Source: an optimization exercise on an open RTL-to-GDS flow (aim: small area). Production flows keep margins and buffers that such runs may drop.
The RTL was checked by simulation tests, not by an equivalence proof against the original design.
Power figures rest on the tool's default switching activity, not on a simulated workload. No driver is modelled on the clock port, so clocking that relies on it looks cheaper here than on a real chip.

==> flow/design.v <==
package dmem_pkg;
  localparam logic [31:0] PASS_ADDR = 32'd108;
  localparam logic [31:0] PASS_DATA = 32'hABCDE7D5;
endpackage
module store_log_fifo (
  input  logic        clk_i,
  input  logic        rst_ni,
  input  logic        push_i,
  input  logic [61:0] data_i,
  input  logic        pop_i,
  output logic [61:0] head_o,
  output logic        empty_o,
  output logic        overflow_o
);
  logic [61:0] mem_q [4];
  logic [61:0] z012, n3;
  logic [1:0] wr_q, rd_q;
  logic [2:0] cnt_q;
  logic full, do_push, do_pop;
  logic [3:0] we, rs;
  always_comb begin
    empty_o = cnt_q == 3'd0;
    full = cnt_q[2];
    do_pop = pop_i && !empty_o;
    do_push = push_i && (!full || do_pop);
    overflow_o = push_i && !do_push;
    for (int i = 0; i < 4; i++) begin
      we[i] = do_push && wr_q == 2'(i);
      rs[i] = rd_q == 2'(i);
    end
  end
  for (genvar i = 0; i < 4; i++) begin : g_entry
    hold_word #(.W(62)) u_entry (.clk(clk_i), .we(we[i]), .nwe(!we[i]), .wd(data_i), .q(mem_q[i]));
  end
  aoi222_w #(.W(62)) u_h012 (.a(mem_q[0]), .sa(rs[0]), .b(mem_q[1]), .sb(rs[1]), .c(mem_q[2]), .sc(rs[2]), .y(z012));
  nand2_w #(.W(62)) u_h3 (.a(mem_q[3]), .b({62{rs[3]}}), .y(n3));
  nand2_w #(.W(62)) u_h (.a(z012), .b(n3), .y(head_o));
  always_ff @(posedge clk_i or negedge rst_ni)
    if (!rst_ni) begin
      wr_q <= '0;
      rd_q <= '0;
      cnt_q <= '0;
    end else begin
      wr_q <= wr_q + 2'(do_push);
      rd_q <= rd_q + 2'(do_pop);
      cnt_q <= cnt_q + 3'(do_push) - 3'(do_pop);
    end
endmodule
module hold_word #(
  parameter int W = 32
) (
  input  logic         clk,
  input  logic         we,
  input  logic         nwe,
  input  logic [W-1:0] wd,
  output logic [W-1:0] q
);
  always_ff @(posedge clk) q <= (q & {W{nwe}}) | (wd & {W{we}});
endmodule
module aoi222_w #(
  parameter int W = 32
) (
  input  logic [W-1:0] a, b, c,
  input  logic         sa, sb, sc,
  output logic [W-1:0] y
);
  assign y = ~((a & {W{sa}}) | (b & {W{sb}}) | (c & {W{sc}}));
endmodule
module nand4_w #(
  parameter int W = 32
) (
  input  logic [W-1:0] a, b, c, d,
  output logic [W-1:0] y
);
  assign y = ~(a & b & c & d);
endmodule
module nand2_w #(
  parameter int W = 32
) (
  input  logic [W-1:0] a, b,
  output logic [W-1:0] y
);
  assign y = ~(a & b);
endmodule
module nor2_w #(
  parameter int W = 32
) (
  input  logic [W-1:0] a, b,
  output logic [W-1:0] y
);
  assign y = ~(a | b);
endmodule
module nand3_w #(
  parameter int W = 32
) (
  input  logic [W-1:0] a, b, c,
  output logic [W-1:0] y
);
  assign y = ~(a & b & c);
endmodule
module dmem_responder (
  input  logic        clk,
  input  logic        rst,
  input  logic        mem_write,
  input  logic [31:0] address,
  input  logic [31:0] write_data,
  output logic [31:0] read_data,
  output logic        log_valid,
  input  logic        log_ready,
  output logic [31:0] log_addr,
  output logic [31:0] log_data,
  output logic        log_overflow,
  output logic        misaligned,
  output logic        done
);
  logic [31:0] ram_q [64];
  logic [5:0] idx;
  logic is_mmio, aligned, ram_we, log_push, fifo_empty, fifo_ovf;
  logic ovf_q, mis_q, done_q;
  logic [7:0] wa, wan, ra, ran, lb, lbn;
  logic [61:0] head;
  logic [31:0] z [22];
  logic [31:0] o [6];
  logic [31:0] m0, m1, m2;
  logic phase_q, rd_inv;
  logic [31:0] wdx, rd_raw;
  always_comb begin
    idx = address[7:2];
    is_mmio = |address[31:10];
    aligned = address[1:0] == 2'b00;
    ram_we = mem_write && aligned && !is_mmio;
    log_push = mem_write && aligned && is_mmio;
    for (int i = 0; i < 8; i++) begin
      wa[i] = ram_we && idx[5:3] == 3'(i);
      ra[i] = !is_mmio && idx[5:3] == 3'(i);
      lb[i] = idx[2:0] == 3'(i);
    end
    wan = ~wa;
    ran = ~ra;
    lbn = ~lb;
    wdx = write_data ^ {32{phase_q}};
    rd_inv = phase_q && !is_mmio;
    read_data = rd_raw ^ {32{rd_inv}};
    log_valid = !fifo_empty;
    log_addr = {head[61:32], 2'b00};
    log_data = head[31:0];
    log_overflow = ovf_q;
    misaligned = mis_q;
    done = done_q;
  end
  for (genvar w = 0; w < 64; w++) begin : g_word
    logic [1:0] we, nwe;
    for (genvar h = 0; h < 2; h++) begin : g_half
      row_strobe u_we (.a(wa[w/8]), .an(wan[w/8]), .b(lb[w%8]), .bn(lbn[w%8]), .we(we[h]), .nwe(nwe[h]));
    end
    for (genvar b = 0; b < 32; b++) begin : g_bit
      flip_bit u_bit (.clk(clk), .we(we[b/16]), .nwe(nwe[b/16]), .wdx(wdx[b]), .q(ram_q[w][b]));
    end
  end
  for (genvar g = 0; g < 21; g++) begin : g_rd3
    for (genvar h = 0; h < 2; h++) begin : g_half
      logic [2:0] s;
      for (genvar k = 0; k < 3; k++) begin : g_sel
        nor2_w #(.W(1)) u_sel (.a(ran[(3*g+k)/8]), .b(lbn[(3*g+k)%8]), .y(s[k]));
      end
      aoi222_w #(.W(16)) u_aoi (.a(ram_q[3*g][16*h+:16]), .sa(s[0]), .b(ram_q[3*g+1][16*h+:16]), .sb(s[1]),
                                .c(ram_q[3*g+2][16*h+:16]), .sc(s[2]), .y(z[g][16*h+:16]));
    end
  end
  for (genvar h = 0; h < 2; h++) begin : g_rd63
    logic s;
    nor2_w #(.W(1)) u_sel (.a(ran[7]), .b(lbn[7]), .y(s));
    nand2_w #(.W(16)) u_nand (.a(ram_q[63][16*h+:16]), .b({16{s}}), .y(z[21][16*h+:16]));
  end
  for (genvar k = 0; k < 5; k++) begin : g_rd4
    nand4_w #(.W(32)) u_nand (.a(z[4*k]), .b(z[4*k+1]), .c(z[4*k+2]), .d(z[4*k+3]), .y(o[k]));
  end
  nand2_w #(.W(32)) u_rd_n5 (.a(z[20]), .b(z[21]), .y(o[5]));
  nor2_w #(.W(32)) u_rd_m0 (.a(o[0]), .b(o[1]), .y(m0));
  nor2_w #(.W(32)) u_rd_m1 (.a(o[2]), .b(o[3]), .y(m1));
  nor2_w #(.W(32)) u_rd_m2 (.a(o[4]), .b(o[5]), .y(m2));
  nand3_w #(.W(32)) u_rd_out (.a(m0), .b(m1), .c(m2), .y(rd_raw));
  always_ff @(posedge clk) phase_q <= !phase_q;
  always_ff @(posedge clk or negedge rst)
    if (!rst) begin
      ovf_q <= 1'b0;
      mis_q <= 1'b0;
      done_q <= 1'b0;
    end else begin
      ovf_q <= ovf_q || fifo_ovf;
      mis_q <= mis_q || (mem_write && !aligned);
      done_q <= done_q || (mem_write && address == dmem_pkg::PASS_ADDR && write_data == dmem_pkg::PASS_DATA);
    end
  store_log_fifo u_fifo (
    .clk_i      (clk),
    .rst_ni     (rst),
    .push_i     (log_push),
    .data_i     ({address[31:2], write_data}),
    .pop_i      (log_valid && log_ready),
    .head_o     (head),
    .empty_o    (fifo_empty),
    .overflow_o (fifo_ovf)
  );
endmodule
module row_strobe (
  input  logic a,
  input  logic an,
  input  logic b,
  input  logic bn,
  output logic we,
  output logic nwe
);
  assign we = ~(an | bn);
  assign nwe = ~(a & b);
endmodule
module flip_bit (
  input  logic clk,
  input  logic we,
  input  logic nwe,
  input  logic wdx,
  output logic q
);
  always_ff @(posedge clk) q <= ~((q | we) & (wdx | nwe));
endmodule
clock: 8.0 ns
lec_check: 0
cap_margin: 20
core_margin: 2
core_utilization: 70
slew_margin: 20
synth_hierarchical: 1
standard.sh (not shown) runs the stock make flow with config.mk's settings and CLKGATE_MAP_FILE= SYNTH_SCRIPT=/design/flow/synth_recipe.tcl, a recipe that flattens the netlist after the stock synthesis.
==> flow/flow/run.sh <==
#!/bin/bash
# The standard layout, with plain buffers on the ports and a clock tree
# without dummy loads.
set -euo pipefail
export BUFFER_PORTS_ARGS="-buffer_cell sky130_fd_sc_hd__buf_2"
export CTS_ARGS="-sink_clustering_enable -repair_clock_nets -sink_clustering_size 18 -sink_clustering_max_diameter 150 -buf_list sky130_fd_sc_hd__clkbuf_8 -dont_use_dummy_load"
bash standard.sh > standard_flow.log 2>&1
The first run completed with no timing, DRC or antenna violations.
Change:
==> flow/flow/run.sh (replaced) <==
#!/bin/bash
# The standard layout, with plain buffers on the ports and a clock tree
# without dummy loads.
set -euo pipefail
export BUFFER_PORTS_ARGS="-buffer_cell sky130_fd_sc_hd__buf_2"
export CTS_ARGS="-sink_clustering_enable -repair_clock_nets -sink_clustering_size 28 -sink_clustering_max_diameter 150 -dont_use_dummy_load"
bash standard.sh > standard_flow.log 2>&1
Hold slack hardly moves. Clock-buffer cell count came out lower by 54. Flip-flop and latch count stays the same. Setup slack improves by 0.12 ns. Clock skew hardly moves. Wire length is about the same. Total power rose by 2.1%. Synthesized area does not change.

## re-timing with driven ports
The flow's constraints put no driver on any port. The routed layouts listed below were extracted and timed again, unchanged, in two steps.
Step 1: set_driving_cell puts a clkbuf_16 on clk and a buf_2 on each other input, an assumption about the parent block.
Step 2 also shifts input and output timing later by t, the mid clock arrival at the registers, as if the neighbouring blocks saw the same clock.
a / b / c = ideal / step 1 / step 2; a / b = the first two.
run | shift t [ns] | setup WS [ns] | worst data-port slew with drivers (ns)
the first run | 0.953 | 0.201 / 0.169 / 0.169 | 0.07
the second run | 0.796 | 0.322 / 0.292 / 0.292 | 0.07
After both steps every run listed still meets setup and hold. The setup slack of the first run, which loses most, moves by -0.032 ns with the drivers and by -0.032 ns with both steps.
